This is an optimization exercise on Yosys and OpenROAD, whose aim is small area, not a production implementation. In this exercise RTL edits were held to simulation tests only and were not proved equivalent to the original. Power and IR drop assume default switching activity.

**flow/config.mk**
```make
export PLATFORM = sky130hd
export DESIGN_NAME = imem_loader
export DESIGN_NICKNAME = imem_loader
export VERILOG_FILES = /design/flow/design.v
export SDC_FILE = /design/flow/constraint.sdc
export NUM_CORES = 4
export LEC_CHECK = 0
export CAP_MARGIN = 20
export CORE_MARGIN = 2
export CORE_UTILIZATION = 50
export SLEW_MARGIN = 20
```
**flow/constraint.sdc**
```tcl
create_clock -name core_clock -period 8.0 [get_ports {clk}]
set_input_delay 1.6000 -clock core_clock [delete_from_list [all_inputs] [get_ports {clk}]]
set_output_delay 1.6000 -clock core_clock [all_outputs]
set_load 0.01 [all_outputs]
```
**flow/design.v**
```verilog
package imem_loader_pkg;
   localparam logic [31:0] NOP_INSTR = 32'h0000_0013;   
   localparam int unsigned HDR_BYTES = 2;
   typedef enum logic [2:0] {
      HDR_LO,
      HDR_HI,
      DATA,
      RUN,
      ERROR
   } load_state_t;
endpackage
module imem_array #(
   parameter int DEPTH = 64,
   parameter int AW    = $clog2(DEPTH)
) (
   input  logic          clk,
   input  logic          we,
   input  logic [AW-1:0] waddr,
   input  logic [31:0]   wdata,
   input  logic [AW-1:0] raddr,
   output logic [31:0]   rdata
);
   logic [31:0] mem [DEPTH];
   always_ff @(posedge clk) begin
      if (we) mem[waddr] <= wdata;
   end
   assign rdata = mem[raddr];
endmodule
module imem_loader #(
   parameter int DEPTH = 64,
   parameter int AW    = $clog2(DEPTH)
) (
   input  logic          clk,
   input  logic          reset,
   input  logic [7:0]    rx_data,
   input  logic          rx_valid,
   output logic          rx_ready,
   input  logic [31:0]   PC,
   output logic [31:0]   Instr,
   output logic          cpu_reset,
   output logic          load_done,
   output logic          load_err,
   output logic [AW:0]   words_loaded
);
   imem_loader_pkg::load_state_t state;
   logic [15:0]   cnt;
   logic [AW:0]   widx;
   logic [1:0]    bsel;
   logic [23:0]   wbuf;
   logic          xfer;
   logic [15:0]   hdr_cnt;
   logic          last_word;
   logic          we;
   logic [31:0]   wdata;
   logic [AW-1:0] ridx;
   logic [31:0]   rdata;
   logic          in_range;
   logic          unused_pc;
   assign rx_ready  = (state == imem_loader_pkg::HDR_LO) || (state == imem_loader_pkg::HDR_HI) || (state == imem_loader_pkg::DATA);
   assign xfer      = rx_valid && rx_ready;
   assign hdr_cnt   = {rx_data, cnt[7:0]};
   assign last_word = (17'(widx) + 17'd1) == {1'b0, cnt};
   assign we        = xfer && (state == imem_loader_pkg::DATA) && (bsel == 2'd3);
   assign wdata     = {rx_data, wbuf};
   always_ff @(posedge clk or posedge reset) begin
      if (reset) begin
         state     <= imem_loader_pkg::HDR_LO;
         cnt       <= '0;
         widx      <= '0;
         bsel      <= '0;
         wbuf      <= '0;
         cpu_reset <= 1'b1;
         load_done <= 1'b0;
         load_err  <= 1'b0;
      end else if (xfer) begin
         case (state)
            imem_loader_pkg::HDR_LO: begin
               cnt[7:0] <= rx_data;
               state    <= imem_loader_pkg::HDR_HI;
            end
            imem_loader_pkg::HDR_HI: begin
               cnt[15:8] <= rx_data;
               if (hdr_cnt == 16'd0) begin
                  state     <= imem_loader_pkg::RUN;
                  cpu_reset <= 1'b0;
                  load_done <= 1'b1;
               end else if (17'(hdr_cnt) > 17'(DEPTH)) begin
                  state    <= imem_loader_pkg::ERROR;
                  load_err <= 1'b1;
               end else begin
                  state <= imem_loader_pkg::DATA;
               end
            end
            imem_loader_pkg::DATA: begin
               bsel <= bsel + 2'd1;
               if (bsel != 2'd3) begin
                  wbuf[{bsel, 3'b000} +: 8] <= rx_data;
               end else begin
                  widx <= widx + 1'b1;
                  if (last_word) begin
                     state     <= imem_loader_pkg::RUN;
                     cpu_reset <= 1'b0;
                     load_done <= 1'b1;
                  end
               end
            end
            default: ;
         endcase
      end
   end
   imem_array #(.DEPTH(DEPTH), .AW(AW)) u_array (
      .clk   (clk),
      .we    (we),
      .waddr (widx[AW-1:0]),
      .wdata (wdata),
      .raddr (ridx),
      .rdata (rdata)
   );
   assign ridx      = PC[AW+1:2];
   assign in_range  = (PC[31:AW+2] == '0) && (17'(ridx) < {1'b0, cnt});
   assign Instr     = ((state == imem_loader_pkg::RUN) && in_range) ? rdata : imem_loader_pkg::NOP_INSTR;
   assign unused_pc = &{1'b0, PC[1:0]};
   assign words_loaded = widx;
endmodule
```
**flow/run.sh**
```bash
#!/bin/bash
# synth_recipe.tcl (not shown) runs the flow's synth.tcl, then flattens the netlist and writes it again
# the make line also repeats each setting of config.mk as NAME=value (left out here)
make -C /OpenROAD-flow-scripts/flow DESIGN_CONFIG=/design/flow/config.mk WORK_HOME=/design/flow/orfs CLKGATE_MAP_FILE= SYNTH_SCRIPT=/design/flow/synth_recipe.tcl finish
```
==> results.txt <==
critical path, stage by stage:
cell             delay, ns
buf_8                 0.61
buf_4                 0.43
mux4_1                0.61
mux4_2                0.49
o21ai_0               0.67
nor3_1                0.20
clkdlybuf4s50_1       0.53
flip-flops by register name, summed over array words and instances (netlist names):
| signal | cells |
|---|---|
| cpu_reset | 1 |
| bsel | 2 |
| wbuf | 24 |
| u_array.mem | 2048 |
| cnt | 16 |
| load_err | 1 |
| state | 3 |
| widx | 7 |
| load_done | 1 |
stage by stage:
step           hold WS [ns]  instances  utilization
6_report              0.476       6419        0.568
5_1_grt               0.500       6418        0.568
4_1_cts               0.485       6417        0.568
3_5_place_dp          0.458       6021        0.528
3_3_place_gp          0.458       6016        0.527
2_1_floorplan         0.481       3814            -
Yosys cell counts, drive strengths merged, types with 11 or more instances:
master | instances | area share
nor3 | 36 | 0.0022
nand3 | 17 | 0.0010
nor2 | 111 | 0.0051
edfxtp | 2048 | 0.75
buf | 132 | 0.015
nand2b | 12 | 0.00092
inv | 12 | 0.00055
dfrtp | 54 | 0.017
o22ai | 16 | 0.0012
nor3b | 15 | 0.0014
a22oi | 98 | 0.0090
nand2 | 106 | 0.0049
nand4 | 11 | 0.00084
mux2i | 173 | 0.021
o211ai | 11 | 0.0010
nor2b | 20 | 0.0015
a221oi | 52 | 0.0059
and2 | 12 | 0.00092
clkbuf | 83 | 0.0043
mux2 | 23 | 0.0032
a22o | 27 | 0.0029
mux4 | 447 | 0.12
or2 | 11 | 0.00084
o21ai | 75 | 0.0046
a211oi | 36 | 0.0035
a31oi | 11 | 0.00084
a21oi | 66 | 0.0040
xnor2 | 16 | 0.0017
how the worst max path moves through the flow:
| stage | startpoint | end | slack [ns] | depth (start not counted) |
|---|---|---|---|---|
| final | PC[2] | Instr[14] | 1.20 | 7 |
| after global routing | PC[2] | Instr[27] | 0.99 | 9 |
| after CTS | PC[2] | Instr[27] | 1.20 | 9 |
| after detailed placement | PC[2] | Instr[27] | 1.20 | 9 |
| after global placement | PC[2] | Instr[27] | 1.19 | 9 |
| after floorplan | PC[2] | Instr[28] | 3.03 | 9 |
per-layer routing:
metal	vias to the layer above	part of all wire	wire length (um)	track usage
met2	1799	0.49	110000	0.438
met3	325	0.078	17300	0.0472
met1	22182	0.40	90200	0.376
li1	16582	-	-	-
met5	-	0.000094	21	0
met4	4	0.024	5310	0.0699
cells by family (layout without fill, tap and decap cells):
group / after synthesis / after routing
AOI/OAI and AO/OA: 426 / 426
xor gates and xnor gates: 19 / 19
adders and majority gates: 10 / 10
buffers and inverters: 230 / 659
DFF: 2103 / 2103
muxes: 643 / 643
other: 0 / 1
and+or+nand+nor: 383 / 383
where the power goes:
group          switching (mW)  internal, mW  leakage [nW]
Clock                    4.17          5.17          3.16
Combinational           0.547         0.339          6.26
Sequential             0.0485          12.0          16.0
final cells by class:
class	instances	area, um^2	share of cell area
multi-input combinational	1481	17900	0.193
clock buffer	273	5520	0.0597
sequential	2103	62900	0.681
inverter	13	48.8	0.000528
timing repair buffer	250	2360	0.0256
clock inverter	123	946	0.0102
tap	2175	2720	0.0294
antenna	1	2.50	0.0000271
==> flow_summary_export.csv <==
group,metric,value,unit
status,outcome,"finished clean",
critical_path,cp_max_fo,56,
layout,final.fill_count,12159,
logic_synthesis,syn_area_per_cell,21.5,um^2
sta,fmax,0.147,GHz
layout,final_common_cell,"edfxtp_1",
logic_synthesis,postSynthNetCount,3867,
logic_synthesis,ys_seq_elements,2103,
place,place_area,0.0859,mm^2
layout,final_nets,4112,
die,fp-row-count,148,
sta,clock_skew,0.0304,ns
critical_path,r2r-end,"u_array.mem[0][22]",
critical_path,required,6.40,ns
cts,clock_sinks,2103,
die,start_util,0.503,
layout,drive_gt1_frac,0.240,
critical_path,worst_setup_path_end_kind,"primary output",
layout,syn2layout_area_growth,12.9,%
cts,cts_tree,"yes",
logic_synthesis,yosysUniqueCellTypes,70,
worst_hold_path,hold-path-endpoint,"load_done",
logic_synthesis,synth-edff-count,2048,
detailed_routing,drt_wl_total,223000,um
logic_synthesis,synthMuxAreaShare,0.149,
sta,period_needed,6.80,ns
sta,rsz0062_at_grt,"false",
power,p_leak,25.4,nW
global_routing,grt.total_usage,0.268,
sta,finalWorstSetupSlack,1.20,ns
place,port_buffers,83,
cts,cts_resized,0,
die,core_area,0.163,mm^2
global_routing,grt_pass1_wl,313000,um
detailed_routing,drc_errors,0,
detailed_routing,drtIter0Drc,5443,
logic_synthesis,synth-simple-area-share,0.0225,
power,power,22.3,mW
logic_synthesis,synth_flop_cell,"edfxtp_1",
critical_path,critPathLaunchType,"input pin",
critical_path,reg2reg_depth,5,
critical_path,critical_path_class,"input pin to primary output",
power,ir_drop,0.245,mV
sta,tightest_slew,1.16,ns
cts,cts_hold_buf,0,
die,io_pins,86,
place,gp_congestion,0.796,
power,power.density,241,mW/mm^2
detailed_routing,drtPass1Iterations,6,
cts,postCtsSetupBuffers,0,
global_routing,grt_overflow,0,
layout,final_cell_area,0.0924,mm^2
place,pre_cts_slack,1.20,ns
cts,cts_buffer_depth,3,
sta,finalHoldViolCount,0,
die,die_area,0.167,mm^2
critical_path,reg2reg_slack,4.03,ns
sta,period_share,0.850,
layout,layout_common_cells,"2,048 x edfxtp_1, 412 x mux4_2, 210 x clkbuf_16",
logic_synthesis,synthArstFlopShare,0.0262,
logic_synthesis,synth_xor_area_frac,0.00203,
cts,cts_root_buf,"clkbuf_16",
logic_synthesis,syn_inst,3814,
global_routing,grt_pass1_vias,40593,
sta,slew_headroom,0.226,
worst_hold_path,min_path_type,"flop to flop",
die,die_y,409,um
detailed_routing,vias,40892,
job,cap_violations,0,
place,dp_hpwl,124000,um
sta,finalMaxSlewViolations,0,
worst_hold_path,min-delay-start,"load_done",
detailed_routing,wl_per_cell,34.7,um
logic_synthesis,synth_compound_area_frac,0.0366,
logic_synthesis,synth_top_family_by_area,"multiplexers",
cts,h-tree-depth,4,
global_routing,grt_max_degree,91,
critical_path,crit_arrival,5.20,ns
logic_synthesis,synth_area,0.0818,mm^2
cts,clock_latency,0.85,ns
logic_synthesis,ys_warn_count,2,
detailed_routing,ant_nets,0,
die,die_x,409,um
sta,setup_viol,0,
logic_synthesis,synthAdderAreaFrac,0.00153,
critical_path,rr_startpoint,"bsel[0]",
logic_synthesis,yosysSeqAreaShare,0.768,
cts,cts_buffers,210,
global_routing,antenna_found_initial,5,
cts,clkTransAtPathRegs,0.06,ns
worst_hold_path,hold_depth,1,
detailed_routing,via_per_inst,6.37,
sta,finalSetupTns,0,ns

-- port drivers added, routing unchanged --
In the flow no input, the clock included, has a driving cell. The finished layout below was timed again as built, in two steps. Step 1 sets driving cells, clkbuf_16 on the clock port and buf_2 on the other inputs (assumed; they add their load-dependent delay and slew). Step 2 adds t to the input delays and takes it off the output delays; t is the mean of the earliest and latest rising clock arrival at the registers after step 1. Input paths then give back, and output paths get back, about the clock's delay inside the block. a / b / c = no drivers / after step 1 / after step 2; a / b = the first two.
shift t [ns]: 0.921
slack for setup (ns): 1.203 / 1.150 / 1.150
latest minus earliest clock arrival (ns): 0.031 / 0.031
worst slew at a driven data input, ns: 0.07
After both steps setup and hold are still met in this run. For this run, drivers alone change the setup slack by -0.053 ns; drivers and shift together by -0.053 ns.
